Background: an optimization exercise with open tools, aiming at small area, a short achievable clock period and few clock cycles per item. Do not read the settings as production practice.
Function was checked by simulation only, so behaviour that the tests miss may differ from the original.

==> flow/design.v, too long to show whole: its modules and the start of the top module <==
// module goc_cordic_cell: 41 lines
// module goc_tilt: 1447 lines
// module gravity_orientation_classifier_top: 275 lines
module gravity_orientation_classifier_top
#(
  parameter int unsigned FifoDepth = 16
) (
  input  logic               clk_i,
  input  logic               rst_ni,
  input  logic               psel,
  input  logic               penable,
  input  logic               pwrite,
  input  logic        [2:0]  paddr,
  input  logic        [31:0] pwdata,
  output logic        [31:0] prdata,
  output logic               pready,
  input  logic               in_valid_i,
  output logic               in_ready_o,
  input  logic signed [15:0] gravity_x_i,
  input  logic signed [15:0] gravity_y_i,
  input  logic signed [15:0] gravity_z_i,
  input  logic        [31:0] time_ms_i,
  input  logic               is_gravity_type_i,
  output logic               out_valid_o,
  input  logic               out_ready_i,
  output logic        [2:0]  orientation_o,
  output logic signed [9:0]  angle_deg_o,
  output logic               is_flat_o
);
  // ...
==> flow/flow/run.sh <==
#!/bin/bash
set -euo pipefail
export SETUP_SLACK_MARGIN=6.2
bash standard.sh > standard.log 2>&1
==> flow/standard.sh <==
#!/bin/bash
# synth_recipe.tcl (not shown) runs the flow's synth.tcl, then flattens the netlist and writes it again
# the make line also repeats each setting of config.mk as NAME=value (left out here)
make -C /OpenROAD-flow-scripts/flow DESIGN_CONFIG=/design/flow/config.mk WORK_HOME=/design/flow/orfs CLKGATE_MAP_FILE= SYNTH_SCRIPT=/design/flow/synth_recipe.tcl "${@:-finish}"
==> flow/config.mk <==
export PLATFORM = sky130hd
export DESIGN_NAME = gravity_orientation_classifier_top
export DESIGN_NICKNAME = gravity_orientation_classifier_top
export VERILOG_FILES = /design/flow/design.v
export SDC_FILE = /design/flow/constraint.sdc
export NUM_CORES = 4
export LEC_CHECK = 0
export ABC_AREA = 1
export CAP_MARGIN = 20
export CORE_MARGIN = 2
export CORE_UTILIZATION = 40
export CTS_CLUSTER_DIAMETER = 100
export CTS_CLUSTER_SIZE = 30
export SLEW_MARGIN = 20
==> flow/constraint.sdc <==
create_clock -name core_clock -period 10.0 [get_ports {clk_i}]
set_input_delay 2.0000 -clock core_clock [delete_from_list [all_inputs] [get_ports {clk_i}]]
set_output_delay 2.0000 -clock core_clock [all_outputs]
set_load 0.01 [all_outputs]
==> impl_metrics.py, run 1 <==
metrics = {
    "sta": {
        "finalCritPeriodShare": 0.370,
        "setup_violations": 0,
    },
    "clock_network": {
        "cts_root_buffer": "clkbuf_16",
        "cts_setup_buffers": 10,
    },
    "critical_path": {
        "endpoint_kind": "flip-flop",
        "arrival_ps": 4330,
        "required_ps": 10630,
        "crit_path_end": "tm0_q[27]",
        "critical_path_class": "in2reg",
        "critPathMaxStageDelay_ps": 420,
    },
    "run": {
        "max-cap-violations": 0,
    },
    "finish": {
        "clk_share": 0.0236,
        "diodes": 1,
        "seq_share": 0.324,
        "dominant_cells": "multi-input gates",
        "multi_input_area_share": 0.542,
    },
    "die": {
        "io_pins": 172,
        "die_y_um": 473,
    },
    "synthesis": {
        "yosysSeqAreaShare": 0.350,
        "netlist_area_um2": 88100,
        "ys_ff_latch": 1443,
    },
    "route": {
        "route.met2.wl_um": 97200,
        "dr.first_iter.drc_count": 3430,
        "wire_per_inst_um": 15.2,
    },
    "grt": {
        "grt_use_met1": 0.214,
        "antenna_found_initial": 4,
        "grt_use_met2": 0.314,
    },
    "placement": {
        "pre_cts_slack_ps": 4510,
    },
    "run_status": {
        "status": "complete, no violations",
    },
}
Testbench counts, summed over its fixed seeds: cycles 2,703, items 1,797.
==> run 2: changes to the inputs <==
--- a/flow/config.mk
+++ b/flow/config.mk
@@ -5,7 +5,6 @@
 export SDC_FILE = /design/flow/constraint.sdc
 export NUM_CORES = 4
 export LEC_CHECK = 0
-export ABC_AREA = 1
 export CAP_MARGIN = 20
 export CORE_MARGIN = 2
 export CORE_UTILIZATION = 40
==> run 2 against run 1 <==
Still clean on timing, DRC and antenna. Critical path depth increased by 3. Global-route usage decreased by 0.074 points. Cell count decreased by 5.1%. Final area increased by 3.2%. First-iteration DRC count decreased by 0.79%. Sequential share of layout area decreased by 0.92 points. Synthesized cell count decreased by 8.1%. Critical path type is now reg2reg.
==> impl_metrics.py, run 2 <==
metrics = {
    "synthesis": {
        "synthFlopType": "dfxtp_1",
        "ys_ff_latch": 1443,
        "async_flop_share": 0.0631,
        "synth_top_cell_area_share": 0.273,
        "syn-instance-count": 9207,
        "synth_cell_types": 110,
        "synth_edf_count": 148,
        "netlist_area_um2": 88300,
        "syn_avg_cell_area_um2": 9.59,
        "synthMostInstantiatedCell": "dfxtp_1",
        "synth_area_leader_cell": "dfxtp_1",
        "synthTopCellsByArea": "dfxtp_1, ha_1, fa_1",
        "ys_warn_count": 70,
        "yosysSeqAreaShare": 0.349,
        "yosys-top-cells-count": "dfxtp_1, ha_1, xnor2_1",
    },
    "die": {
        "die_x_um": 474,
        "start_util": 0.402,
        "rows": 172,
        "dieArea_um2": 224000,
        "io_pins": 172,
        "core_um2": 220000,
        "die_y_um": 474,
    },
    "critical_path": {
        "r2r_setup_slack_ps": 6080,
        "r2r_cells": 15,
        "endpoint_kind": "flip-flop",
        "reg2reg_from": "w_q[0]",
        "cp_max_fo": 4,
        "critical_path_class": "reg2reg",
        "cp-startpoint": "w_q[0]",
        "start_kind": "flip-flop",
        "arrival_ps": 4430,
        "required_ps": 10510,
        "r2r_end": "fo_q[2]",
    },
    "finish": {
        "mostFrequentLayoutCell": "dfxtp_1",
        "layout_common_cells": "dfxtp_1, ha_1, xnor2_1",
        "largest_register_ffs": 353,
        "largest_registers": "g_cell.u_cell.a_q x353, g_cell.u_cell.b_q x286, fd_q x135",
        "post-route-cell-area_um2": 98400,
        "syn2layout_area_growth_pct": 11.5,
        "n_fill_cell": 20804,
        "largest-register": "g_cell.u_cell.a_q",
        "finish.utilization": 0.448,
        "finalNetCount": 10806,
        "drive_above_1_share": 0.0825,
        "instances_no_fill": 12308,
    },
    "route": {
        "drt_pass1_iterations": 5,
        "vias": 62879,
        "postRouteWirelength_um": 198000,
        "wire_per_inst_um": 16.1,
        "dr.first_iter.drc_count": 3403,
        "drcViolationCount": 0,
        "vias_per_cell": 5.11,
        "antenna_left": 0,
    },
    "clock_network": {
        "clk_latency_ps": 750,
        "cts_sinks": 1443,
        "cts_root_buffer": "clkbuf_16",
        "cts_buffer_depth": 3,
        "htreeDepth": 3,
        "path_clk_slew_ps": 110,
        "cts_buffers": 69,
        "cts_tree": "yes",
    },
    "grt": {
        "grt_max_degree": 59,
        "grt_pass1_vias": 62922,
        "antenna_found_initial": 4,
        "grt_first_pass_wirelength_um": 322000,
        "grt.total_usage": 0.173,
        "grt.overflow.total": 0,
    },
    "sta": {
        "finalWorstSetupSlack_ps": 6080,
        "fin_worst_skew_ps": 49.5,
        "setup_violations": 0,
        "slew_headroom": 0.269,
        "whs_ps": 326,
        "finalCritPeriodShare": 0.392,
        "grt_setup_unrepaired": "yes",
        "finalHoldViolCount": 0,
        "worstMarginPinSlew_ps": 1100,
        "fmax_mhz": 255,
        "fin_crit_ps": 3920,
        "fin_setup_tns_ps": 0,
        "slew_viol_final": 0,
    },
    "run_status": {
        "status": "complete, no violations",
    },
    "placement": {
        "place_area_um2": 92700,
        "dp_cells": 12009,
        "io_buffers": 136,
        "pre_cts_slack_ps": 4450,
        "dp.final_hpwl_um": 151000,
        "place_congestion": 0.879,
    },
    "min_path": {
        "holdPathEnd": "g_cell[12].u_cell.sig_q[10]",
        "min_path_type": "reg2reg",
        "min_path_cells": 0,
        "hp-start": "g_cell[11].u_cell.sig_q[10]",
    },
    "run": {
        "max-cap-violations": 0,
    },
}
[run 2: metal layers]
| layer | vias to the layer above | wire length, um | track usage | part of all wire |
|---|---|---|---|---|
| met3 | 304 | 6390 | 0.0199 | 0.032 |
| met2 | 989 | 95600 | 0.300 | 0.48 |
| li1 | 31464 | - | - | - |
| met1 | 30120 | 90700 | 0.227 | 0.46 |
| met5 | - | 14 | 0 | 0.000071 |
| met4 | 2 | 5340 | 0.0468 | 0.027 |
[run 2: kinds of logic after synthesis]
logic type / count (synthesis) / share of synthesized area
AO/OA/AOI/OAI: 1739 / 0.125
XOR/XNOR: 1271 / 0.126
adder cells (fa/ha/maj): 1298 / 0.217
buffers and inverters: 982 / 0.0429
flip-flops: 1443 / 0.349
multiplexers: 84 / 0.0111
other: 2 / 0.0000851
AND/OR/NAND/NOR: 2388 / 0.128
[run 2: how the worst max path moves through the flow]
| stage | cells after the start | endpoint | slack (ps) |
|---|---|---|---|
| 4_1_cts | 16 | fo_q[2] | 6010 |
| 2_1_floorplan | 14 | tm0_q[32] | 5740 |
| 6_report | 15 | fo_q[2] | 6080 |
| 3_5_place_dp | 15 | tm0_q[28] | 4450 |
| 3_3_place_gp | 15 | tm0_q[30] | 4440 |
| 5_1_grt | 17 | fo_q[2] | 6000 |
[run 2: critical path, stage by stage, from the launching register on]
cell	delay, ps
dfxtp_2	330
inv_2	60
ha_4	130
ha_4	140
inv_2	40
fa_2	560
inv_2	60
o41a_1	410
a31o_1	220
o21a_4	230
or3_4	330
and3_4	180
a21oi_2	100
and4b_1	210
o41a_1	410
a32o_2	260
[run 2: what timing repair did]
item / in CTS / in global routing
pin swaps: 41 / 94
hold endpoints to repair: 0 / 0
resized for setup: 203 / 260
setup endpoints to repair: 267 / 290
hold buffers: 0 / 0
cloned: 4 / 6
setup buffers: 78 / 89
[run 2: layout make-up]
cell class	count	area [um^2]	area share
antenna	4	10.0	0.000102
clock buffer	83	1820	0.0185
clock inverter	35	553	0.00562
inverter	728	2860	0.0290
multi-input combinational	6798	55200	0.561
sequential	1443	31000	0.315
tap	2871	3590	0.0365
timing repair buffer	345	3370	0.0343
timing repair inverter	1	5.00	0.0000508
==> module gravity_orientation_classifier_top, before the edit <==
module gravity_orientation_classifier_top
#(
  parameter int unsigned FifoDepth = 16
) (
  input  logic               clk_i,
  input  logic               rst_ni,
  input  logic               psel,
  input  logic               penable,
  input  logic               pwrite,
  input  logic        [2:0]  paddr,
  input  logic        [31:0] pwdata,
  output logic        [31:0] prdata,
  output logic               pready,
  input  logic               in_valid_i,
  output logic               in_ready_o,
  input  logic signed [15:0] gravity_x_i,
  input  logic signed [15:0] gravity_y_i,
  input  logic signed [15:0] gravity_z_i,
  input  logic        [31:0] time_ms_i,
  input  logic               is_gravity_type_i,
  output logic               out_valid_o,
  input  logic               out_ready_i,
  output logic        [2:0]  orientation_o,
  output logic signed [9:0]  angle_deg_o,
  output logic               is_flat_o
);
  localparam int unsigned NCell = 13;    
  localparam int unsigned CW = 5;        
  localparam int unsigned FlatStage = 4;
  function automatic logic signed [25:0] atan_sum0(input logic [4:0] s);
    atan_sum0 = (s[4] ? (s[3] ? (s[2] ? (s[1] ? (s[0] ? -26'sd6155706 : -26'sd12053946) : (s[0] ? -26'sd9637640 : -26'sd15535880)) : (s[1] ? (s[0] ? -26'sd7995464 : -26'sd13893704) : (s[0] ? -26'sd11477398 : -26'sd17375638))) : (s[2] ? (s[1] ? (s[0] ? -26'sd7089596 : -26'sd12987836) : (s[0] ? -26'sd10571530 : -26'sd16469770)) : (s[1] ? (s[0] ? -26'sd8929354 : -26'sd14827594) : (s[0] ? -26'sd12411288 : -26'sd18309528)))) : (s[3] ? (s[2] ? (s[1] ? (s[0] ? 26'sd5640774 : -26'sd257466) : (s[0] ? 26'sd2158840 : -26'sd3739400)) : (s[1] ? (s[0] ? 26'sd3801016 : -26'sd2097224) : (s[0] ? 26'sd319082 : -26'sd5579158))) : (s[2] ? (s[1] ? (s[0] ? 26'sd4706884 : -26'sd1191356) : (s[0] ? 26'sd1224950 : -26'sd4673290)) : (s[1] ? (s[0] ? 26'sd2867126 : -26'sd3031114) : (s[0] ? -26'sd614808 : -26'sd6513048)))));
  endfunction
  function automatic logic signed [25:0] atan_sum1(input logic [3:0] s);
    atan_sum1 = (s[3] ? (s[2] ? (s[1] ? (s[0] ? 26'sd879368 : 26'sd410610) : (s[0] ? 26'sd644760 : 26'sd176002)) : (s[1] ? (s[0] ? 26'sd762036 : 26'sd293278) : (s[0] ? 26'sd527428 : 26'sd58670))) : (s[2] ? (s[1] ? (s[0] ? 26'sd820698 : 26'sd351940) : (s[0] ? 26'sd586090 : 26'sd117332)) : (s[1] ? (s[0] ? 26'sd703366 : 26'sd234608) : (s[0] ? 26'sd468758 : 26'sd0))));
  endfunction
  function automatic logic signed [25:0] atan_sum2(input logic [3:0] s);
    atan_sum2 = (s[3] ? (s[2] ? (s[1] ? (s[0] ? 26'sd55004 : 26'sd25668) : (s[0] ? 26'sd40336 : 26'sd11000)) : (s[1] ? (s[0] ? 26'sd47670 : 26'sd18334) : (s[0] ? 26'sd33002 : 26'sd3666))) : (s[2] ? (s[1] ? (s[0] ? 26'sd51338 : 26'sd22002) : (s[0] ? 26'sd36670 : 26'sd7334)) : (s[1] ? (s[0] ? 26'sd44004 : 26'sd14668) : (s[0] ? 26'sd29336 : 26'sd0))));
  endfunction
  function automatic logic signed [25:0] atan_sum3(input logic [2:0] s);
    atan_sum3 = (s[2] ? (s[1] ? (s[0] ? 26'sd3208 : 26'sd1374) : (s[0] ? 26'sd2292 : 26'sd458)) : (s[1] ? (s[0] ? 26'sd2750 : 26'sd916) : (s[0] ? 26'sd1834 : 26'sd0)));
  endfunction
  function automatic logic [2:0] orient_of(input logic [9:0] angle);
    logic [8:0] d;
    d = angle[8:0];
    if (angle[9]) orient_of = ORIENT_INVALID;
    else if (d <= 9'd30 || d >= 9'd330) orient_of = ORIENT_ROT0;
    else if (d >= 9'd60 && d <= 9'd120) orient_of = ORIENT_ROT90;
    else if (d >= 9'd150 && d <= 9'd210) orient_of = ORIENT_ROT180;
    else if (d >= 9'd240 && d <= 9'd300) orient_of = ORIENT_ROT270;
    else orient_of = ORIENT_INVALID;
  endfunction
  logic [15:0] min_q;
  logic [3:0]  ratio_q;
  logic        cfg_wr;
  assign pready = 1'b1;
  assign cfg_wr = psel && penable && pwrite;
  always_ff @(posedge clk_i) begin
    prdata <= paddr[2] ? {28'b0, ratio_q} : {16'b0, min_q};
  end
  always_ff @(posedge clk_i or negedge rst_ni) begin
    if (!rst_ni) begin
      min_q   <= MinIntervalReset;
      ratio_q <= TiltRatioReset;
    end else if (cfg_wr) begin
      if (paddr[2]) ratio_q <= pwdata[3:0];
      else          min_q   <= pwdata[15:0];
    end
  end
  logic        in_rdy_q, in_acc, v0_q;
  logic [15:0] xs0_q, ys0_q, zs0_q;
  logic [31:0] t0_q;
  logic [32:0] tm0_q;    
  logic        g0_q;
  assign in_ready_o = in_rdy_q;
  assign in_acc = in_valid_i && in_rdy_q;
  always_ff @(posedge clk_i) begin
    xs0_q <= {gravity_x_i[15], gravity_x_i[14:0] ^ {15{gravity_x_i[15]}}};
    ys0_q <= {gravity_y_i[15], gravity_y_i[14:0] ^ {15{gravity_y_i[15]}}};
    zs0_q <= {gravity_z_i[15], gravity_z_i[14:0] ^ {15{gravity_z_i[15]}}};
    t0_q  <= time_ms_i;
    tm0_q <= {1'b0, time_ms_i} - {17'b0, min_q};
    g0_q  <= is_gravity_type_i;
  end
  logic               pass, take;
  logic [31:0]        last_q;
  logic               t_ge, tm_ge;
  logic               xpos, yzero, sig0;
  logic [16:0]        a1;
  logic signed [16:0] b1;
  assign t_ge   = t0_q >= last_q;
  assign tm_ge  = tm0_q[31:0] >= last_q;
  assign pass   = t_ge ? (!tm0_q[32] && tm_ge) : (!tm0_q[32] || tm_ge);
  assign take   = v0_q && pass && g0_q;
  always_comb begin
    xpos = !xs0_q[15] && (xs0_q[14:0] != 15'd0);
    yzero = !ys0_q[15] && (ys0_q[14:0] == 15'd0);
    sig0 = xpos ? (ys0_q[15] || yzero) : !ys0_q[15];
    a1 = 17'(xs0_q[14:0]) + 17'(ys0_q[14:0]) + 17'(xs0_q[15]) + 17'(ys0_q[15]);
    b1 = sig0 ? $signed(17'(ys0_q[14:0]) + ~{2'b00, xs0_q[14:0]} + 17'(ys0_q[15]) + 17'(!xs0_q[15]))
              : $signed(17'(xs0_q[14:0]) + ~{2'b00, ys0_q[14:0]} + 17'(xs0_q[15]) + 17'(!ys0_q[15]));
  end
  logic [AW-1:0]        a_p [NCell+1];
  logic signed [BW-1:0] b_p [NCell+1];
  logic [15:0]          s_p [NCell+1];
  logic                 xpos_p [NCell+1];
  logic                 flat_p [NCell+1];
  logic [NCell:0]       v_p;
  logic                 flat_t;
  always_ff @(posedge clk_i) begin
    a_p[0]    <= {a1, 14'b0};
    b_p[0]    <= BW'($signed({b1, 14'b0}));
    s_p[0]    <= {15'b0, sig0};
    xpos_p[0] <= xpos;
  end
  logic [3:0] ratio_c;
  always_ff @(posedge clk_i) begin
    ratio_c <= ratio_q;
  end
  goc_tilt u_tilt (
    .clk_i   (clk_i),
    .x_i     (xs0_q),
    .y_i     (ys0_q),
    .z_i     (zs0_q),
    .ratio_i (ratio_c),
    .flat_o  (flat_t)
  );
  for (genvar k = 1; k <= NCell; k++) begin : g_cell
    goc_cordic_cell #(
      .Step (k),
      .BWI  (BWidth[k*8 +: 8]),
      .BWO  (BWidth[(k+1)*8 +: 8])
    ) u_cell (
      .clk_i (clk_i),
      .a_i   (a_p[k-1]),
      .b_i   (b_p[k-1]),
      .sig_i (s_p[k-1]),
      .a_o   (a_p[k]),
      .b_o   (b_p[k]),
      .sig_o (s_p[k])
    );
  end
  always_ff @(posedge clk_i) begin
    for (int k = 1; k <= NCell; k++) begin
      xpos_p[k] <= xpos_p[k-1];
      flat_p[k] <= (k == FlatStage) ? flat_t : flat_p[k-1];
    end
  end
  assign flat_p[0] = 1'b0;
  localparam int unsigned BW14 = BWidth[14*8 +: 8];
  logic signed [25:0]   pa_q, p1_q, v_lo;
  logic signed [9:0]    w_q;    
  logic                 inc_q;  
  logic                 zero_e, flat_e, v_e1;
  logic signed [BW14-1:0] b14, db14, b15;
  logic                 pos14, pos15;
  always_ff @(posedge clk_i) begin
    pa_q <= atan_sum0({xpos_p[NCell-2], s_p[NCell-2][3:0]}) + atan_sum1(s_p[NCell-2][7:4]);
    p1_q <= pa_q + atan_sum2(s_p[NCell-1][11:8]);
  end
  always_comb begin
    b14   = b_p[NCell][BW14-1:0];
    pos14 = !b14[BW14-1];
    db14  = BW14'(a_p[NCell] >> 14);
    b15   = b14 + (db14 ^ {BW14{pos14}}) + BW14'(pos14);
    pos15 = !b15[BW14-1];
    v_lo  = p1_q + atan_sum3({pos14, s_p[NCell][13:12]});
  end
  always_ff @(posedge clk_i) begin
    w_q    <= v_lo[25:16];
    inc_q  <= pos15 && (v_lo[15:0] >= 16'd65306);
    zero_e <= (a_p[NCell][AW-1:14] == '0);    
    flat_e <= flat_p[NCell];
  end
  logic signed [10:0] d_raw, d;
  logic [8:0]         word;    
  always_comb begin
    d_raw = 11'sd90 - 11'(w_q) - 11'(inc_q);
    d = d_raw;
    if (d_raw < 0) d = d_raw + 11'sd360;
    else if (d_raw >= 11'sd360) d = d_raw - 11'sd360;
    if (zero_e) d = 11'sd270;
    if (flat_e) word = 9'h1FF;
    else        word = d[8:0];
  end
  logic [CW-1:0] cred_q, cred_b, cred_d;
  logic          drop_q, pop, push;
  logic          rdy_00, rdy_01, rdy_10, rdy_11, rdy_d;
  always_comb begin
    cred_b = cred_q - CW'(drop_q);
    rdy_00 = cred_b < CW'(FifoDepth);
    rdy_01 = cred_b < CW'(FifoDepth + 1);
    rdy_10 = cred_b < CW'(FifoDepth - 1);
    rdy_11 = rdy_00;
    case ({in_acc && is_gravity_type_i, pop})
      2'b10:   begin cred_d = cred_b + 1'b1; rdy_d = rdy_10; end
      2'b01:   begin cred_d = cred_b - 1'b1; rdy_d = rdy_01; end
      2'b11:   begin cred_d = cred_b;        rdy_d = rdy_11; end
      default: begin cred_d = cred_b;        rdy_d = rdy_00; end
    endcase
  end
  always_ff @(posedge clk_i or negedge rst_ni) begin
    if (!rst_ni) begin
      v0_q     <= 1'b0;
      v_p      <= '0;
      v_e1     <= 1'b0;
      drop_q   <= 1'b0;
      last_q   <= '0;
      cred_q   <= '0;
      in_rdy_q <= 1'b1;
    end else begin
      v0_q     <= in_acc;
      v_p      <= {v_p[NCell-1:0], take};
      v_e1     <= v_p[NCell];
      drop_q   <= v0_q && g0_q && !pass;
      if (v0_q && pass) last_q <= t0_q;
      cred_q   <= cred_d;
      in_rdy_q <= rdy_d;
    end
  end
  logic [FifoDepth:0] fv_q;
  logic [8:0]         fd_q [1:FifoDepth-1];
  logic [9:0]         hd_q;
  logic [2:0]         fo_q;
  logic [8:0]         head_w;
  logic               head_ld;
  assign push = v_e1;
  assign pop = fv_q[0] && out_ready_i;
  always_ff @(posedge clk_i or negedge rst_ni) begin
    if (!rst_ni) begin
      fv_q <= '0;
    end else begin
      for (int j = 0; j < FifoDepth; j++) begin
        if (pop) fv_q[j] <= push ? fv_q[j] : fv_q[j+1];
        else     fv_q[j] <= fv_q[j] || (push && (j == 0 || fv_q[j-1]));
      end
      fv_q[FifoDepth] <= 1'b0;
    end
  end
  function automatic logic [9:0] angle_of(input logic [8:0] w);
    angle_of = (w == 9'h1FF) ? 10'h3FF : {1'b0, w};
  endfunction
  logic [2:0] head_o;
  always_comb begin
    head_ld = 1'b1;
    head_w = word;
    head_o = orient_of(angle_of(word));
    if (push && (pop ? (fv_q[0] && !fv_q[1]) : !fv_q[0])) begin
      head_w = word;
      head_o = orient_of(angle_of(word));
    end else if (pop) begin
      head_w = fd_q[1];
      head_o = orient_of(angle_of(fd_q[1]));
    end else begin
      head_ld = 1'b0;
    end
  end
  always_ff @(posedge clk_i) begin
    if (head_ld) begin
      hd_q <= angle_of(head_w);
      fo_q <= head_o;
    end
    for (int j = 1; j < FifoDepth; j++) begin
      if (push && (pop ? (fv_q[j] && !fv_q[j+1])
                       : (!fv_q[j] && fv_q[j-1]))) begin
        fd_q[j] <= word;
      end else if (pop && j + 1 < FifoDepth) begin
        fd_q[j] <= fd_q[j+1];
      end
    end
  end
  assign out_valid_o   = fv_q[0];
  assign orientation_o = fo_q;
  assign angle_deg_o   = hd_q;
  assign is_flat_o     = hd_q[9];
endmodule
==> run 3: changes to the inputs <==
--- a/flow/design.v
+++ b/flow/design.v
@@ -1581,12 +1581,22 @@
   logic        g0_q;
   assign in_ready_o = in_rdy_q;
   assign in_acc = in_valid_i && in_rdy_q;
+  logic [16:0] tm_lo;
+  logic [15:0] t_hi_dec;
+  logic [32:0] tm_d;
+  always_comb begin
+    tm_lo    = {1'b0, time_ms_i[15:0]} - {1'b0, min_q};
+    t_hi_dec = time_ms_i[31:16] - 16'd1;
+    tm_d[15:0]  = tm_lo[15:0];
+    tm_d[31:16] = tm_lo[16] ? t_hi_dec : time_ms_i[31:16];
+    tm_d[32]    = tm_lo[16] && (time_ms_i[31:16] == 16'd0);
+  end
   always_ff @(posedge clk_i) begin
     xs0_q <= {gravity_x_i[15], gravity_x_i[14:0] ^ {15{gravity_x_i[15]}}};
     ys0_q <= {gravity_y_i[15], gravity_y_i[14:0] ^ {15{gravity_y_i[15]}}};
     zs0_q <= {gravity_z_i[15], gravity_z_i[14:0] ^ {15{gravity_z_i[15]}}};
     t0_q  <= time_ms_i;
-    tm0_q <= {1'b0, time_ms_i} - {17'b0, min_q};
+    tm0_q <= tm_d;
     g0_q  <= is_gravity_type_i;
   end
   logic               pass, take;
@@ -1729,8 +1739,6 @@
   logic [8:0]         fd_q [1:FifoDepth-1];
   logic [9:0]         hd_q;
   logic [2:0]         fo_q;
-  logic [8:0]         head_w;
-  logic               head_ld;
   assign push = v_e1;
   assign pop = fv_q[0] && out_ready_i;
   always_ff @(posedge clk_i or negedge rst_ni) begin
@@ -1747,33 +1755,20 @@
   function automatic logic [9:0] angle_of(input logic [8:0] w);
     angle_of = (w == 9'h1FF) ? 10'h3FF : {1'b0, w};
   endfunction
-  logic [2:0] head_o;
+  logic [9:0] hd_pop, hd_keep;
+  logic [2:0] fo_pop, fo_keep;
   always_comb begin
-    head_ld = 1'b1;
-    head_w = word;
-    head_o = orient_of(angle_of(word));
-    if (push && (pop ? (fv_q[0] && !fv_q[1]) : !fv_q[0])) begin
-      head_w = word;
-      head_o = orient_of(angle_of(word));
-    end else if (pop) begin
-      head_w = fd_q[1];
-      head_o = orient_of(angle_of(fd_q[1]));
-    end else begin
-      head_ld = 1'b0;
-    end
+    hd_pop  = fv_q[1] ? angle_of(fd_q[1]) : angle_of(word);
+    fo_pop  = fv_q[1] ? orient_of(angle_of(fd_q[1])) : orient_of(angle_of(word));
+    hd_keep = fv_q[0] ? hd_q : angle_of(word);
+    fo_keep = fv_q[0] ? fo_q : orient_of(angle_of(word));
   end
   always_ff @(posedge clk_i) begin
-    if (head_ld) begin
-      hd_q <= angle_of(head_w);
-      fo_q <= head_o;
-    end
+    hd_q <= pop ? hd_pop : hd_keep;
+    fo_q <= pop ? fo_pop : fo_keep;
     for (int j = 1; j < FifoDepth; j++) begin
-      if (push && (pop ? (fv_q[j] && !fv_q[j+1])
-                       : (!fv_q[j] && fv_q[j-1]))) begin
-        fd_q[j] <= word;
-      end else if (pop && j + 1 < FifoDepth) begin
-        fd_q[j] <= fd_q[j+1];
-      end
+      if (pop) fd_q[j] <= (j + 1 < FifoDepth && fv_q[j+1]) ? fd_q[j+1] : word;
+      else     fd_q[j] <= fv_q[j] ? fd_q[j] : word;
     end
   end
   assign out_valid_o   = fv_q[0];
--- a/flow/config.mk
+++ b/flow/config.mk
@@ -5,6 +5,7 @@
 export SDC_FILE = /design/flow/constraint.sdc
 export NUM_CORES = 4
 export LEC_CHECK = 0
+export ABC_AREA = 1
 export CAP_MARGIN = 20
 export CORE_MARGIN = 2
 export CORE_UTILIZATION = 40
==> run 3 against run 2 <==
Clock skew down 7.2 ps. Via count up 2.4%. Worst hold slack better by 3.7 ps. Critical path type is now in2reg.
==> impl_metrics.py, run 3 <==
metrics = {
    "clock_network": {
        "cts_buffers": 67,
        "htreeDepth": 3,
        "clk_latency_ps": 730,
        "cts_tree": "yes",
        "path_clk_slew_ps": 110,
        "cts_root_buffer": "clkbuf_16",
        "cts_sinks": 1443,
        "cts_buffer_depth": 3,
    },
    "route": {
        "dr.first_iter.drc_count": 3094,
        "wire_per_inst_um": 14.9,
        "antenna_left": 0,
        "vias": 64392,
        "drcViolationCount": 0,
        "postRouteWirelength_um": 197000,
        "drt_pass1_iterations": 5,
        "vias_per_cell": 4.88,
    },
    "synthesis": {
        "netlist_area_um2": 88200,
        "ys_warn_count": 70,
        "synth_area_leader_cell": "dfxtp_1",
        "synthMostInstantiatedCell": "nand2_1",
        "yosys-top-cells-count": "nand2_1, dfxtp_1, inv_1",
        "ys_ff_latch": 1443,
        "synthTopCellsByArea": "dfxtp_1, ha_1, fa_1",
        "async_flop_share": 0.0631,
        "syn_avg_cell_area_um2": 8.58,
        "synthFlopType": "dfxtp_1",
        "syn-instance-count": 10279,
        "synth_edf_count": 22,
        "synth_top_cell_area_share": 0.302,
        "yosysSeqAreaShare": 0.335,
        "synth_cell_types": 85,
    },
    "sta": {
        "worstMarginPinSlew_ps": 1020,
        "finalCritPeriodShare": 0.372,
        "fmax_mhz": 269,
        "slew_headroom": 0.316,
        "slew_viol_final": 0,
        "fin_crit_ps": 3720,
        "fin_setup_tns_ps": 0,
        "fin_worst_skew_ps": 42.3,
        "grt_setup_unrepaired": "yes",
        "finalHoldViolCount": 0,
        "setup_violations": 0,
    },
    "critical_path": {
        "required_ps": 10670,
        "critical_path_class": "in2reg",
        "endpoint_kind": "flip-flop",
        "arrival_ps": 4380,
        "r2r_setup_slack_ps": 6290,
        "cp_max_fo": 5,
        "r2r_cells": 9,
        "start_kind": "primary input",
        "reg2reg_from": "xs0_q[1]",
        "r2r_end": "u_tilt.ha_q[16]",
    },
    "die": {
        "dieArea_um2": 224000,
        "rows": 172,
        "start_util": 0.402,
        "die_x_um": 473,
        "die_y_um": 473,
        "io_pins": 172,
        "core_um2": 219000,
    },
    "run_status": {
        "status": "complete, no violations",
    },
    "min_path": {
        "min_path_cells": 0,
        "min_path_type": "reg2reg",
        "hp-start": "xpos_p[3]",
        "holdPathEnd": "xpos_p[4]",
    },
    "grt": {
        "grt.total_usage": 0.175,
        "antenna_found_initial": 3,
        "grt_first_pass_wirelength_um": 325000,
        "grt_pass1_vias": 65154,
        "grt_max_degree": 87,
        "grt.overflow.total": 0,
    },
    "run": {
        "max-cap-violations": 0,
    },
    "placement": {
        "place_congestion": 0.883,
        "io_buffers": 136,
        "dp_cells": 13077,
        "dp.final_hpwl_um": 157000,
        "place_area_um2": 92500,
    },
    "finish": {
        "post-route-cell-area_um2": 95300,
        "largest-register": "g_cell.u_cell.a_q",
        "syn2layout_area_growth_pct": 8.07,
        "finalNetCount": 11712,
        "largest_register_ffs": 353,
        "largest_registers": "g_cell.u_cell.a_q x353, g_cell.u_cell.b_q x286, fd_q x135",
        "layout_common_cells": "nand2_1, inv_1, dfxtp_1",
        "mostFrequentLayoutCell": "nand2_1",
        "instances_no_fill": 13208,
        "drive_above_1_share": 0.0423,
    },
}
[run 3: cell count changes in the layout (fill, tap and decap cells not counted), sizes merged, moves of 126 or more]
cell    previous run  this run
o21ai            463       621
xnor2            800       534
nor2             673       456
inv              716      1366
a21oi            479       728
nand3            164       306
nand2            703      1943
a21o             192        32
buf              204        59
edfxtp           148        22
xor2             471       757
dfxtp           1204      1330
[run 3: worst max-delay path: stages]
cell and delay (ps):
clkdlybuf4s50_1 550, ha_4 250, a21oi_2 150, o21ai_1 110, a21oi_2 250, nand3_2 150, nor2_1 110, nand2_1 100
nor2_2 150, inv_2 70, nor4_4 200, buf_4 170, xor2_1 140
[run 3: kinds of logic (layout without fill, tap and decap cells)]
kind of cell,after synthesis,count (layout),share of synthesized area
AND/OR/NAND/NOR,2928,2929,0.138
flip-flops,1443,1443,0.335
buffers and inverters,1623,1663,0.0708
multiplexers,39,39,0.00443
XOR/XNOR,1291,1291,0.129
AO/OA/AOI/OAI,1655,1655,0.106
other,2,19,0.0000852
adder cells (fa/ha/maj),1298,1298,0.217
[run 3: worst max-delay path by stage]
stage                          startpoint        end  slack [ps]
3_3_place_gp                  out_ready_i  cred_q[4]        5060
6_report                    time_ms_i[11]  tm0_q[28]        6280
3_5_place_dp                  out_ready_i  cred_q[4]        5130
5_1_grt        g_cell[12].u_cell.sig_q[8]   p1_q[24]        6170
4_1_cts        g_cell[11].u_cell.sig_q[2]   pa_q[23]        6180
2_1_floorplan                 out_ready_i  cred_q[4]        6100
[run 3: stage by stage]
stage	setup slack (ps)	utilization	hold WS, ps
global route	6170	0.434	338
global placement	5060	0.422	311
CTS	6180	0.433	332
finish	6280	0.434	330
floorplan	6100	-	310
detailed placement	5130	0.422	312
[run 3: timing repair]
| item | CTS | global route |
|---|---|---|
| hold buffers | 0 | 0 |
| buffers inserted | 7 | 8 |
| pin swaps | 4 | 15 |
| endpoints found under the hold margin | 0 | 0 |
| cloned | 0 | 1 |
| setup endpoints to repair | 39 | 86 |
| gates resized for setup | 37 | 100 |
[run 3: area by class of cell]
cell class                 instances  area [um^2]
multi-input combinational       7229        52700
timing repair buffer             194         1890
fill                           21443       124000
antenna                            2         5.00
inverter                        1356         5170
sequential                      1443        29600
clock buffer                      81         1740
tap                             2871         3590
clock inverter                    32          537
[run 3: per-layer routing]
metal,vias up,GRT usage,share of wire
met5,-,0,0
met4,0,0.0486,0.028
met3,317,0.0173,0.029
met2,998,0.324,0.51
met1,30071,0.213,0.44
li1,33006,-,-
Testbench counts of run 3, summed over its fixed seeds: cycles 2,703, items 1,797.
==> run 4: changes to the inputs <==
==> flow/flow/run.sh (replaced) <==
#!/bin/bash
set -euo pipefail
export SETUP_SLACK_MARGIN=6.4
bash standard.sh > standard.log 2>&1
==> run 4 against run 3 <==
Core utilization rose by 0.63 points. Still clean on timing, DRC and antenna. Clock skew up 8.3 ps.
==> impl_metrics.py, run 4 <==
metrics = {
    "finish": {
        "largest_registers": "g_cell.u_cell.a_q x353, g_cell.u_cell.b_q x286, fd_q x135",
        "finalNetCount": 11778,
        "instances_no_fill": 13280,
        "n_fill_cell": 21435,
        "syn2layout_area_growth_pct": 9.64,
        "largest-register": "g_cell.u_cell.a_q",
        "layout_common_cells": "nand2_1, inv_1, dfxtp_1",
        "mostFrequentLayoutCell": "nand2_1",
        "largest_register_ffs": 353,
        "drive_above_1_share": 0.0547,
    },
    "synthesis": {
        "synth_area_leader_cell": "dfxtp_1",
        "synth_edf_count": 22,
        "synthFlopType": "dfxtp_1",
        "syn-instance-count": 10279,
        "async_flop_share": 0.0631,
        "netlist_area_um2": 88200,
        "synth_cell_types": 85,
        "synthMostInstantiatedCell": "nand2_1",
        "yosys-top-cells-count": "nand2_1, dfxtp_1, inv_1",
        "yosysSeqAreaShare": 0.335,
        "synthTopCellsByArea": "dfxtp_1, ha_1, fa_1",
        "ys_ff_latch": 1443,
        "syn_avg_cell_area_um2": 8.58,
        "ys_warn_count": 70,
        "synth_top_cell_area_share": 0.302,
    },
    "sta": {
        "fin_setup_tns_ps": 0,
        "finalWorstSetupSlack_ps": 6420,
        "fin_crit_ps": 3580,
        "worstMarginPinSlew_ps": 1120,
        "slew_viol_final": 0,
        "fmax_mhz": 279,
        "fin_worst_skew_ps": 50.6,
        "finalHoldViolCount": 0,
        "finalCritPeriodShare": 0.358,
        "setup_violations": 0,
        "grt_setup_unrepaired": "yes",
        "whs_ps": 308,
        "slew_headroom": 0.251,
    },
    "die": {
        "start_util": 0.402,
        "dieArea_um2": 224000,
        "die_x_um": 473,
        "rows": 172,
        "io_pins": 172,
        "core_um2": 219000,
        "die_y_um": 473,
    },
    "critical_path": {
        "endpoint_kind": "output port",
        "crit_family": "flip-flops",
        "cp-startpoint": "fv_q[0]",
        "start_kind": "flip-flop",
        "cp.depth": 1,
        "path_buf_inv": 1,
        "required_ps": 8000,
        "crit_chain": "dlygate4sd2_1",
        "r2r_end": "u_tilt.ha_q[15]",
        "arrival_ps": 1580,
        "cp_max_fo": 4,
        "critPathMaxStageDelay_ps": 520,
        "r2r_setup_slack_ps": 6520,
        "critical_path_class": "reg2out",
        "crit_path_end": "out_valid_o",
        "slowest_stage": "dfrtp_1",
        "reg2reg_from": "ys0_q[0]",
        "r2r_cells": 10,
    },
    "route": {
        "antenna_left": 0,
        "wl_met3_um": 7040,
        "highest_layer": "met4",
        "postRouteWirelength_um": 201000,
        "drt_pass1_iterations": 7,
        "vias": 65199,
        "met1_length_um": 87500,
        "dr.first_iter.drc_count": 3334,
        "wire_per_inst_um": 15.1,
        "route.met2.wl_um": 99800,
        "drcViolationCount": 0,
        "vias_per_cell": 4.91,
    },
    "grt": {
        "grt.overflow.total": 0,
        "antenna_found_initial": 6,
        "grt_first_pass_wirelength_um": 327000,
        "grt.total_usage": 0.176,
        "grt_pass1_vias": 65455,
        "grt_max_degree": 88,
    },
    "clock_network": {
        "cts_buffers": 74,
        "path_clk_slew_ps": 120,
        "cts_root_buffer": "clkbuf_16",
        "cts_buffer_depth": 3,
        "htreeDepth": 3,
        "clk_latency_ps": 750,
        "ctsHoldBuffers": 0,
        "cts_tree": "yes",
        "cts_sinks": 1443,
    },
    "run_status": {
        "status": "complete, no violations",
    },
    "placement": {
        "dp_cells": 13079,
        "dp.final_hpwl_um": 157000,
        "place_congestion": 0.899,
        "io_buffers": 136,
        "pre_cts_slack_ps": 5070,
    },
    "min_path": {
        "min_path_cells": 0,
        "min_path_type": "reg2reg",
        "hp-start": "g_cell[5].u_cell.sig_q[2]",
    },
    "run": {
        "max-cap-violations": 0,
    },
}
run 4: cell counts after synthesis:
No cell type changed its count.
run 4: worst min-delay path by stage:
stage	end	slack, ps
after floorplan	g_cell[11].u_cell.sig_q[1]	310
after global placement	g_cell[11].u_cell.sig_q[7]	310
after detailed placement	g_cell[10].u_cell.sig_q[2]	310
after CTS	g_cell[2].u_cell.sig_q[0]	300
after global routing	g_cell[2].u_cell.sig_q[0]	310
final	g_cell[6].u_cell.sig_q[2]	310
run 4: logic make-up (layout without fill, tap and decap cells):
logic type                 count (synthesis)  count (layout)  synth area share
AOI/OAI and AO/OA                       1655            1655             0.106
adders and majority gates               1298            1298             0.217
and+or+nand+nor                         2928            2929             0.138
buffers and inverters                   1623            1734            0.0708
muxes                                     39              39           0.00443
xor gates and xnor gates                1291            1291             0.129
other                                      2              20         0.0000852
DFF                                     1443            1443             0.335
run 4: final cells by class:
type | instances | area, um^2 | share of cell area
timing repair buffer | 253 | 2480 | 0.0256
multi-input combinational | 7229 | 53000 | 0.549
clock inverter | 41 | 736 | 0.00761
antenna | 3 | 7.51 | 0.0000777
clock buffer | 84 | 1950 | 0.0202
tap | 2871 | 3590 | 0.0372
sequential | 1443 | 29700 | 0.307
inverter | 1356 | 5180 | 0.0536
run 4: what timing repair did:
item                                    CTS  global route
gates cloned                              0             5
resized for setup                       127           159
endpoints found under the setup margin  127           136
pin swaps                                13            41
buffers inserted                         10            58
run 4: layer usage:
| layer | GRT usage | up-vias |
|---|---|---|
| met5 | 0 | - |
| met1 | 0.219 | 30646 |
| met2 | 0.319 | 1113 |
| li1 | - | 33119 |
| met4 | 0.0528 | 0 |
| met3 | 0.0192 | 321 |
run 4: metrics by stage:
step            util  instance area, um^2
6_report       0.441                96700
5_1_grt        0.441                96600
4_1_cts        0.435                95500
3_5_place_dp   0.422                92500
3_3_place_gp   0.422                92500
2_1_floorplan      -                88400
==> run 5: changes to the inputs <==
==> flow/flow/run.sh (replaced) <==
#!/bin/bash
set -euo pipefail
export SETUP_SLACK_MARGIN=6.6
bash standard.sh > standard.log 2>&1
==> run 5 against run 4 <==
Count of clock-buffer cells in the layout is 7 lower. Area after synthesis stayed put. Clock skew is 19 ps lower. Via count rose by 0.45%. Global-route usage barely moved. Synthesized cell count unchanged. Routed wire length grew 1.0%. Critical path depth unchanged. Critical endpoint is now in_ready_o. Largest cell class unchanged.
==> impl_metrics.py, run 5 <==
metrics = {
    "sta": {
        "finalCritPeriodShare": 0.346,
        "setup_violations": 0,
        "grt_setup_unrepaired": "yes",
        "finalWorstSetupSlack_ps": 6540,
        "finalHoldViolCount": 0,
        "worstMarginPinSlew_ps": 954,
        "slew_headroom": 0.362,
        "fin_worst_skew_ps": 32.0,
        "fmax_mhz": 289,
        "fin_setup_tns_ps": 0,
        "slew_viol_final": 0,
        "fin_crit_ps": 3460,
    },
    "critical_path": {
        "slowest_stage": "dfstp_2",
        "crit_chain": "buf_6",
        "start_kind": "flip-flop",
        "endpoint_kind": "output port",
        "arrival_ps": 1460,
        "r2r_cells": 10,
        "r2r_setup_slack_ps": 6590,
        "cp_max_fo": 2,
        "cp.depth": 1,
        "required_ps": 8000,
        "critPathMaxStageDelay_ps": 590,
        "cp-startpoint": "in_rdy_q",
        "crit_path_end": "in_ready_o",
        "crit_family": "flip-flops",
        "r2r_end": "u_tilt.ha_q[17]",
        "critical_path_class": "reg2out",
        "reg2reg_from": "xs0_q[2]",
        "path_buf_inv": 1,
    },
    "finish": {
        "drive_above_1_share": 0.0773,
        "largest-register": "g_cell.u_cell.a_q",
        "largest_registers": "g_cell.u_cell.a_q x353, g_cell.u_cell.b_q x286, fd_q x135",
        "finish.utilization": 0.444,
        "largest_register_ffs": 353,
        "layout_common_cells": "nand2_1, inv_1, dfxtp_1",
        "finalNetCount": 11849,
        "instances_no_fill": 13340,
        "mostFrequentLayoutCell": "nand2_1",
        "syn2layout_area_growth_pct": 10.5,
    },
    "synthesis": {
        "synth_top_cell_area_share": 0.302,
        "syn_avg_cell_area_um2": 8.58,
        "synth_edf_count": 22,
        "synthFlopType": "dfxtp_1",
        "synth_xor_area_frac": 0.129,
        "yosys.area_share.simple": 0.138,
        "yosysSeqAreaShare": 0.335,
        "synth-adder-area-share": 0.217,
        "synth_cell_types": 85,
        "synth_top_family_by_area": "adder cells",
        "ys_ff_latch": 1443,
        "synthMostInstantiatedCell": "nand2_1",
        "synth_mux_area_frac": 0.00443,
        "netlist_area_um2": 88200,
        "yosys-top-cells-count": "nand2_1, dfxtp_1, inv_1",
        "ys_warn_count": 70,
        "synth_area_leader_cell": "dfxtp_1",
        "synthTopCellsByArea": "dfxtp_1, ha_1, fa_1",
        "syn-instance-count": 10279,
        "async_flop_share": 0.0631,
        "synth_compound_area_frac": 0.106,
    },
    "die": {
        "start_util": 0.402,
        "core_um2": 219000,
        "die_y_um": 473,
        "io_pins": 172,
        "rows": 172,
        "dieArea_um2": 224000,
        "die_x_um": 473,
    },
    "clock_network": {
        "cts_root_buffer": "clkbuf_16",
        "path_clk_slew_ps": 110,
        "cts_buffers": 61,
        "cts_tree": "yes",
        "cts_sinks": 1443,
        "cts_buffer_depth": 3,
        "htreeDepth": 2,
        "clk_latency_ps": 760,
        "ctsHoldBuffers": 0,
    },
    "grt": {
        "grt_max_degree": 83,
        "grt_pass1_vias": 65793,
        "grt_first_pass_wirelength_um": 329000,
        "antenna_found_initial": 5,
        "grt.total_usage": 0.177,
        "grt.overflow.total": 0,
    },
    "placement": {
        "place_congestion": 0.888,
        "dp.final_hpwl_um": 157000,
        "pre_cts_slack_ps": 5040,
        "io_buffers": 136,
        "dp_cells": 13078,
    },
    "route": {
        "antenna_left": 0,
        "dr.first_iter.drc_count": 3269,
        "wire_per_inst_um": 15.2,
        "drt_pass1_iterations": 6,
        "vias_per_cell": 4.91,
        "vias": 65494,
        "postRouteWirelength_um": 203000,
        "drcViolationCount": 0,
    },
    "run": {
        "max-cap-violations": 0,
    },
    "min_path": {
        "min_path_type": "reg2reg",
    },
    "run_status": {
        "status": "complete, no violations",
    },
}
## run 5: cell counts after synthesis
No cell type changed its count.
## run 5: logic make-up (layout without fill, tap and decap cells)
kind of cell | Yosys count | in the layout
AO/OA/AOI/OAI | 1655 | 1655
XOR/XNOR | 1291 | 1291
adder cells (fa/ha/maj) | 1298 | 1298
buffers and inverters | 1623 | 1792
flip-flops | 1443 | 1443
multiplexers | 39 | 39
other | 2 | 20
AND/OR/NAND/NOR | 2928 | 2931
## run 5: cell type report
class	instances	area [um^2]
Fill cell	21229	122000
Multi-Input combinational cell	7231	53700
Sequential cell	1443	29700
Inverter	1356	5200
Tap cell	2871	3590
Timing Repair Buffer	335	3270
Clock buffer	77	1650
Clock inverter	24	335
Antenna cell	3	7.51
## run 5: layer usage
| metal | wire [um] | GRT usage | vias to the layer above |
|---|---|---|---|
| met5 | 0 | 0 | - |
| met4 | 5930 | 0.0512 | 0 |
| met3 | 6670 | 0.0158 | 308 |
| met2 | 103000 | 0.326 | 1075 |
| met1 | 87500 | 0.217 | 30861 |
| li1 | - | - | 33250 |
## run 5: what timing repair did
action / 4_1_cts / 5_1_grt
resized for setup: 305 / 287
setup endpoints to repair: 323 / 255
cloned: 4 / 8
setup buffers: 60 / 86
pin swaps: 41 / 130
## run 5: stage by stage
stage | cell area (um^2) | hold slack [ps]
6_report | 97400 | 318
5_1_grt | 97400 | 315
4_1_cts | 95600 | 324
3_5_place_dp | 92600 | 312
3_3_place_gp | 92600 | 311
2_1_floorplan | 88600 | 309
## run 5: worst min path at each step
stage | startpoint | to | slack, ps | cells after the start
2_1_floorplan | g_cell[10].u_cell.sig_q[1] | g_cell[11].u_cell.sig_q[1] | 310 | 0
3_5_place_dp | g_cell[12].u_cell.sig_q[12] | g_cell[13].u_cell.sig_q[12] | 310 | 0
4_1_cts | s_p[0] | g_cell[1].u_cell.sig_q[0] | 320 | 0
3_3_place_gp | g_cell[9].u_cell.sig_q[3] | g_cell[10].u_cell.sig_q[3] | 310 | 0
5_1_grt | g_cell[3].u_cell.sig_q[0] | g_cell[4].u_cell.sig_q[0] | 320 | 0
6_report | g_cell[10].u_cell.sig_q[6] | g_cell[11].u_cell.sig_q[6] | 320 | 0
==> run 6: changes to the inputs <==
==> flow/flow/run.sh (replaced) <==
#!/bin/bash
set -euo pipefail
export SETUP_SLACK_MARGIN=6.8
bash standard.sh > standard.log 2>&1
==> run 6 against run 5 <==
Register-to-register slack better by 20 ps. Die area unchanged. Sequential share of layout area down 0.89 points. Routed wire length up 3.6%. Maximum frequency up 0.74%. First-iteration DRC count down 0.40%. Non-clock buffer count up 169. Largest cell class unchanged. Highest routed layer is now met5.
==> impl_metrics.py, run 6 <==
metrics = {
    "finish": {
        "largest_register_ffs": 353,
        "seq_area_um2": 29800,
        "syn2layout_area_growth_pct": 14.1,
        "post-route-cell-area_um2": 101000,
        "mostFrequentLayoutCell": "nand2_1",
        "instances_no_fill": 13514,
        "multi_input_area_um2": 54900,
        "finalNetCount": 12023,
        "largest_registers": "g_cell.u_cell.a_q x353, g_cell.u_cell.b_q x286, fd_q x135",
        "n_fill_cell": 20932,
        "drive_above_1_share": 0.116,
        "layout_common_cells": "nand2_1, inv_1, dfxtp_1",
        "diodes": 0,
        "largest-register": "g_cell.u_cell.a_q",
    },
    "critical_path": {
        "endpoint_kind": "output port",
        "cp-startpoint": "in_rdy_q",
        "r2r_cells": 10,
        "cp.depth": 1,
        "crit_family": "flip-flops",
        "reg2reg_from": "xs0_q[14]",
        "crit_chain": "buf_6",
        "r2r_setup_slack_ps": 6610,
        "crit_path_end": "in_ready_o",
        "required_ps": 8000,
        "critical_path_class": "reg2out",
        "r2r_end": "u_tilt.ha_q[15]",
        "start_kind": "flip-flop",
        "arrival_ps": 1440,
        "critPathMaxStageDelay_ps": 590,
        "path_buf_inv": 1,
        "cp_max_fo": 2,
        "slowest_stage": "dfstp_2",
    },
    "synthesis": {
        "synth_cell_types": 85,
        "syn-instance-count": 10279,
        "synth_top_cell_area_share": 0.302,
        "synthTopCellsByArea": "dfxtp_1, ha_1, fa_1",
        "synthFlopType": "dfxtp_1",
        "yosys-top-cells-count": "nand2_1, dfxtp_1, inv_1",
        "ys_warn_count": 70,
        "yosysSeqAreaShare": 0.335,
        "syn_avg_cell_area_um2": 8.58,
        "synth_edf_count": 22,
        "ys_ff_latch": 1443,
        "async_flop_share": 0.0631,
        "synth_area_leader_cell": "dfxtp_1",
        "netlist_area_um2": 88200,
        "synthMostInstantiatedCell": "nand2_1",
    },
    "grt": {
        "grt.total_usage": 0.180,
        "grt_pass1_vias": 66352,
        "grt.overflow.total": 0,
        "grt_max_degree": 70,
        "grt_first_pass_wirelength_um": 333000,
        "antenna_found_initial": 3,
    },
    "placement": {
        "dp.final_hpwl_um": 156000,
        "io_buffers": 136,
        "place_congestion": 0.882,
        "dp_cells": 13073,
        "place_area_um2": 92700,
    },
    "sta": {
        "slew_viol_final": 0,
        "worstMarginPinSlew_ps": 896,
        "grt_setup_unrepaired": "yes",
        "finalHoldViolCount": 0,
        "fin_crit_ps": 3440,
        "fin_worst_skew_ps": 42.1,
        "finalCritPeriodShare": 0.344,
        "fmax_mhz": 291,
        "slew_headroom": 0.401,
        "setup_violations": 0,
        "fin_setup_tns_ps": 0,
    },
    "route": {
        "drt_pass1_iterations": 7,
        "antenna_left": 0,
        "vias_per_cell": 4.92,
        "drcViolationCount": 0,
        "wl_met3_um": 6900,
        "vias": 66481,
        "route.met2.wl_um": 106000,
        "highest_layer": "met5",
        "dr.first_iter.drc_count": 3256,
        "met1_length_um": 90100,
        "postRouteWirelength_um": 210000,
        "wire_per_inst_um": 15.5,
    },
    "die": {
        "die_x_um": 473,
        "io_pins": 172,
        "die_y_um": 473,
        "core_um2": 219000,
        "dieArea_um2": 224000,
        "rows": 172,
        "start_util": 0.402,
    },
    "min_path": {
        "min_path_type": "reg2reg",
    },
    "clock_network": {
        "ctsHoldBuffers": 0,
        "clk_latency_ps": 720,
        "cts_root_buffer": "clkbuf_16",
        "cts_sinks": 1443,
        "path_clk_slew_ps": 110,
        "htreeDepth": 3,
        "cts_tree": "yes",
        "cts_buffer_depth": 3,
        "cts_buffers": 66,
    },
    "run_status": {
        "status": "complete, no violations",
    },
    "run": {
        "max-cap-violations": 0,
    },
}
run 6: cells by family after synthesis:
family / share of synthesized area
and+or+nand+nor: 0.138
other: 0.0000852
xor gates and xnor gates: 0.129
buffers and inverters: 0.0708
muxes: 0.00443
AOI/OAI and AO/OA: 0.106
DFF: 0.335
adders and majority gates: 0.217
run 6: stage by stage:
step	setup slack, ps	hold WS (ps)	utilization
after floorplan	6110	309	-
after global placement	4980	310	0.423
after detailed placement	5040	312	0.423
after CTS	6470	329	0.444
after global routing	6480	330	0.459
final	6560	329	0.459
run 6: cell type report:
class,instances,area share
well taps,2871,0.0357
flip-flops and latches,1443,0.296
inverters,1356,0.0518
clock buffers,80,0.0176
repair buffers,504,0.0487
multi-input cells,7231,0.546
clock inverters,29,0.00432
run 6: timing repair:
action	in CTS	in global routing
gates cloned	10	8
pin swaps	107	212
buffers inserted	159	155
endpoints found under the setup margin	457	343
gates resized for setup	489	508
run 6: how the worst min path moves through the flow:
| stage | startpoint | to | cells past startpoint |
|---|---|---|---|
| 6_report | g_cell[11].u_cell.sig_q[11] | g_cell[12].u_cell.sig_q[11] | 0 |
| 5_1_grt | s_p[0] | g_cell[1].u_cell.sig_q[0] | 0 |
| 4_1_cts | g_cell[6].u_cell.sig_q[1] | g_cell[7].u_cell.sig_q[1] | 0 |
| 3_5_place_dp | g_cell[1].u_cell.sig_q[0] | g_cell[2].u_cell.sig_q[0] | 0 |
| 3_3_place_gp | g_cell[7].u_cell.sig_q[4] | g_cell[8].u_cell.sig_q[4] | 0 |
| 2_1_floorplan | g_cell[10].u_cell.sig_q[1] | g_cell[11].u_cell.sig_q[1] | 0 |
run 6: routing by layer:
| metal | global-route usage | up-vias |
|---|---|---|
| li1 | - | 33601 |
| met5 | 0 | - |
| met4 | 0.0578 | 2 |
| met1 | 0.218 | 31380 |
| met2 | 0.330 | 1122 |
| met3 | 0.0188 | 376 |
==> run 7: changes to the inputs <==
==> flow/flow/run.sh (replaced) <==
#!/bin/bash
set -euo pipefail
export SETUP_SLACK_MARGIN=6.7
bash standard.sh > standard.log 2>&1
==> run 7 against run 6 <==
Still clean. Final area is 1.6% lower. Sequential share of layout area rose by 0.46 points. First-iteration DRC count fell by 4.3%. Worst setup slack got worse by 8.8 ps. Worst hold slack got worse by 9.4 ps. Critical path type unchanged. Highest routed layer is now met4.
==> impl_metrics.py, run 7 <==
metrics = {
    "grt": {
        "grt_max_degree": 81,
        "grt_first_pass_wirelength_um": 334000,
        "antenna_found_initial": 3,
        "grt_pass1_vias": 66553,
        "grt.total_usage": 0.180,
        "grt.overflow.total": 0,
    },
    "route": {
        "vias": 65975,
        "dr.first_iter.drc_count": 3115,
        "drt_pass1_iterations": 6,
        "vias_per_cell": 4.91,
        "postRouteWirelength_um": 207000,
        "drcViolationCount": 0,
        "antenna_left": 0,
        "wire_per_inst_um": 15.4,
    },
    "sta": {
        "fmax_mhz": 290,
        "fin_crit_ps": 3440,
        "fin_worst_skew_ps": 56.5,
        "finalWorstSetupSlack_ps": 6560,
        "slew_viol_final": 0,
        "fin_setup_tns_ps": 0,
        "slew_headroom": 0.412,
        "finalCritPeriodShare": 0.344,
        "finalHoldViolCount": 0,
        "grt_setup_unrepaired": "yes",
        "setup_violations": 0,
        "worstMarginPinSlew_ps": 879,
        "whs_ps": 319,
    },
    "critical_path": {
        "required_ps": 8000,
        "crit_chain": "buf_6",
        "start_kind": "flip-flop",
        "slowest_stage": "dfstp_2",
        "r2r_setup_slack_ps": 6560,
        "path_buf_inv": 1,
        "crit_family": "flip-flops",
        "endpoint_kind": "output port",
        "critPathMaxStageDelay_ps": 590,
        "cp.depth": 1,
        "critical_path_class": "reg2out",
        "cp_max_fo": 2,
        "r2r_cells": 11,
        "arrival_ps": 1440,
    },
    "placement": {
        "dp_cells": 13074,
        "place_congestion": 0.894,
        "dp.final_hpwl_um": 157000,
        "pre_cts_slack_ps": 4910,
        "place_area_um2": 92600,
        "io_buffers": 136,
    },
    "synthesis": {
        "synthTopCellsByArea": "dfxtp_1, ha_1, fa_1",
        "syn-instance-count": 10279,
        "synth_area_leader_cell": "dfxtp_1",
        "ys_ff_latch": 1443,
        "ys_warn_count": 70,
        "synth_top_cell_area_share": 0.302,
        "synthMostInstantiatedCell": "nand2_1",
        "yosysSeqAreaShare": 0.335,
        "syn_avg_cell_area_um2": 8.58,
        "synth_cell_types": 85,
        "netlist_area_um2": 88200,
        "yosys-top-cells-count": "nand2_1, dfxtp_1, inv_1",
        "async_flop_share": 0.0631,
        "synthFlopType": "dfxtp_1",
        "synth_edf_count": 22,
    },
    "finish": {
        "largest-register": "g_cell.u_cell.a_q",
        "largest_registers": "g_cell.u_cell.a_q x353, g_cell.u_cell.b_q x286, fd_q x135",
        "finish.utilization": 0.451,
        "multi_input_area_um2": 54100,
        "post-route-cell-area_um2": 99000,
        "n_fill_cell": 21008,
        "layout_common_cells": "nand2_1, inv_1, dfxtp_1",
        "drive_above_1_share": 0.0955,
        "seq_area_um2": 29800,
        "mostFrequentLayoutCell": "nand2_1",
        "instances_no_fill": 13448,
        "finalNetCount": 11947,
        "syn2layout_area_growth_pct": 12.2,
        "largest_register_ffs": 353,
    },
    "clock_network": {
        "htreeDepth": 3,
        "ctsHoldBuffers": 0,
        "cts_sinks": 1443,
        "cts_buffer_depth": 3,
        "cts_buffers": 67,
        "cts_root_buffer": "clkbuf_16",
        "cts_tree": "yes",
        "path_clk_slew_ps": 110,
        "clk_latency_ps": 740,
    },
    "die": {
        "io_pins": 172,
        "die_x_um": 473,
        "dieArea_um2": 224000,
        "die_y_um": 473,
        "start_util": 0.402,
        "core_um2": 219000,
        "rows": 172,
    },
    "min_path": {
        "min_path_cells": 0,
        "min_path_type": "reg2reg",
    },
    "run_status": {
        "status": "complete, no violations",
    },
    "run": {
        "max-cap-violations": 0,
    },
}
==> run 7: cell counts after synthesis <==
Identical to the previous run, type by type.
==> run 7: final cells by class <==
type	instances	share of cell area
multi-input combinational	7231	0.546
sequential	1443	0.301
inverter	1356	0.0525
timing repair buffer	427	0.0420
tap	2871	0.0363
clock buffer	84	0.0179
clock inverter	31	0.00422
antenna	5	0.000126
==> run 7: routing by layer <==
layer | vias up | share of wire | routed length, um | global-route usage
met1 | 31053 | 0.43 | 89000 | 0.218
met3 | 340 | 0.033 | 6780 | 0.0208
met2 | 1096 | 0.51 | 105000 | 0.332
li1 | 33486 | - | - | -
met4 | 0 | 0.031 | 6460 | 0.0530
met5 | - | 0 | 0 | 0
==> run 7: cells by family after synthesis <==
family          synth area share
mux                      0.00443
flops                      0.335
xor+xnor                   0.129
buf+inv                   0.0708
compound gates             0.106
fa+ha+maj                  0.217
other cells            0.0000852
simple gates               0.138
==> run 7: path summary, 6_finish.rpt <==
kind	startpoint	end
max in group asynchronous	rst_ni	min_q[10]
min reg2reg	xpos_p[0]	xpos_p[1]
min in group asynchronous	rst_ni	last_q[12]
min	xpos_p[0]	xpos_p[1]
max reg2reg	xs0_q[1]	u_tilt.ha_q[12]
max	in_rdy_q	in_ready_o
==> run 7: repair_timing <==
action / 4_1_cts / 5_1_grt
setup endpoints to repair: 392 / 310
gates resized for setup: 418 / 334
setup buffers: 123 / 115
cloned: 10 / 6
hold endpoints to repair: 0 / 0
pin swaps: 87 / 153
==> run 8: changes to the inputs <==
==> flow/flow/run.sh (replaced) <==
#!/bin/bash
set -euo pipefail
export SETUP_SLACK_MARGIN=6.5
bash standard.sh > standard.log 2>&1
==> run 8 against run 7 <==
Register-to-register slack about the same. Flip-flop and latch count unchanged. Final area is 2.2% lower. Worst hold slack better by 2.0 ps. Still clean on timing, DRC and antenna. Largest cell class unchanged. Critical path depth unchanged. Highest routed layer unchanged. Maximum frequency shrank 0.74%.
==> impl_metrics.py, run 8 <==
metrics = {
    "critical_path": {
        "slowest_stage": "dfstp_2",
        "endpoint_kind": "output port",
        "critical_path_class": "reg2out",
        "required_ps": 8000,
        "start_kind": "flip-flop",
        "arrival_ps": 1470,
        "r2r_end": "b_p[0][22]",
        "critPathMaxStageDelay_ps": 590,
        "reg2reg_from": "xs0_q[15]",
        "cp_max_fo": 2,
    },
    "synthesis": {
        "synth_top_cell_area_share": 0.302,
        "ys_ff_latch": 1443,
        "synthMostInstantiatedCell": "nand2_1",
        "synth_area_leader_cell": "dfxtp_1",
        "syn-instance-count": 10279,
        "synthFlopType": "dfxtp_1",
        "synth_cell_types": 85,
    },
    "finish": {
        "mostFrequentLayoutCell": "nand2_1",
        "finalNetCount": 11825,
        "largest-register": "g_cell.u_cell.a_q",
        "largest_register_ffs": 353,
    },
    "min_path": {
        "holdPathEnd": "xpos_p[2]",
        "min_path_cells": 0,
    },
    "route": {
        "drcViolationCount": 0,
        "vias_per_cell": 4.89,
        "dr.first_iter.drc_count": 3112,
        "vias": 65119,
        "drt_pass1_iterations": 6,
    },
    "sta": {
        "slew_headroom": 0.324,
        "fin_setup_tns_ps": 0,
        "slew_viol_final": 0,
        "fin_crit_ps": 3470,
    },
    "placement": {
        "place_congestion": 0.893,
        "place_area_um2": 92500,
        "pre_cts_slack_ps": 5100,
    },
    "grt": {
        "grt_most_used_layer": "met2",
        "grt_use_met1": 0.212,
        "antenna_found_initial": 8,
        "grt.overflow.total": 0,
        "grt_pass1_vias": 65188,
        "grt_max_degree": 76,
    },
    "clock_network": {
        "htreeDepth": 2,
        "path_clk_slew_ps": 110,
    },
    "die": {
        "core_um2": 219000,
        "start_util": 0.402,
    },
    "run_status": {
        "status": "complete, no violations",
    },
}
run 8: cell count changes in the layout (fill, tap and decap cells not counted), sizes merged, moves of 2 or more:
cell,change
bufbuf,-6
inv,-7
clkdlybuf4s15,+12
bufinv,+2
clkdlybuf4s50,+3
buf,-142
clkinv,-2
dlygate4sd2,+12
clkbuf,-4
run 8: area by class of cell:
type                       count  area, um^2
sequential                  1443       29700
antenna                        5        12.5
inverter                    1356        5190
fill                       21268      122000
clock inverter                25         369
tap                         2871        3590
timing repair buffer         312        3080
multi-input combinational   7230       53300
clock buffer                  74        1620
run 8: per-stage QoR:
| stage | hold WS (ps) | instances |
|---|---|---|
| 2_1_floorplan | 310 | 10294 |
| 3_3_place_gp | 310 | 13079 |
| 3_5_place_dp | 312 | 13079 |
| 4_1_cts | 320 | 13224 |
| 5_1_grt | 321 | 13315 |
| 6_report | 322 | 13316 |
run 8: worst max-delay path by stage:
stage,start,end,depth (start not counted)
after CTS,in_rdy_q,in_ready_o,1
final,in_rdy_q,in_ready_o,1
after floorplan,time_ms_i[0],tm0_q[29],16
after detailed placement,out_ready_i,cred_q[4],12
after global placement,out_ready_i,cred_q[4],12
after global routing,g_cell[12].u_cell.sig_q[10],p1_q[23],15
run 8: logic make-up after synthesis:
group	after synthesis	share of synthesized area
buffers and inverters	1623	0.0708
other	2	0.0000852
multiplexers	39	0.00443
adder cells (fa/ha/maj)	1298	0.217
AO/OA/AOI/OAI	1655	0.106
AND/OR/NAND/NOR	2928	0.138
XOR/XNOR	1291	0.129
flip-flops	1443	0.335
run 8: metal layers:
layer	wire (um)	vias to the layer above	share of wire
met1	86600	30548	0.43
met2	101000	1053	0.50
li1	-	33202	-
met3	6820	316	0.034
met4	6360	0	0.032
met5	0	-	0
run 8: timing repair:
item                                    4_1_cts  5_1_grt
buffers inserted                             44       80
pin swaps                                    23       85
gates resized for setup                     193      204
endpoints found under the setup margin      212      198
cloned                                        2        7

==> port drivers added, routing unchanged <==
The flow's constraints put no driver on any port. The routed layouts listed below were extracted and timed again, unchanged, in two steps. Step 1 sets driving cells, clkbuf_16 on the clock port and buf_2 on the other inputs (assumed; they add their load-dependent delay and slew). Step 2, shift: input delay + t, output delay - t, t = (earliest + latest rising clock arrival at the registers) / 2. This alone moves slack from input paths to output paths. Three values: ideal, step 1, step 2; two values: the first two.
| run | t, ns | setup WS [ns] | hold slack, ns | clock arrival spread, ns | worst slew at a driven data input, ns |
|---|---|---|---|---|---|
| run 1 | 0.801 | 6.300 / 6.264 / 5.544 | 0.321 / 0.321 / 0.321 | 0.059 / 0.058 | 0.13 |
| run 2 | 0.802 | 6.084 / 6.084 / 5.333 | 0.326 / 0.326 / 0.326 | 0.051 / 0.051 | 0.16 |
| run 3 | 0.798 | 6.282 / 6.252 / 5.541 | 0.330 / 0.330 / 0.330 | 0.049 / 0.049 | 0.08 |
| run 4 | 0.809 | 6.420 / 6.334 / 5.663 | 0.308 / 0.308 / 0.308 | 0.062 / 0.062 | 0.08 |
| run 5 | 0.830 | 6.539 / 6.452 / 5.812 | 0.318 / 0.318 / 0.318 | 0.046 / 0.046 | 0.10 |
| run 6 | 0.802 | 6.565 / 6.472 / 5.811 | 0.329 / 0.329 / 0.329 | 0.060 / 0.061 | 0.12 |
| run 7 | 0.799 | 6.556 / 6.468 / 5.729 | 0.319 / 0.319 / 0.319 | 0.064 / 0.064 | 0.12 |
| run 8 | 0.834 | 6.530 / 6.442 / 5.732 | 0.322 / 0.322 / 0.322 | 0.065 / 0.064 | 0.08 |
After both steps setup and hold are still met in every run listed. For run 7, which loses most, drivers alone change the setup slack by -0.088 ns; drivers and shift together by -0.827 ns.
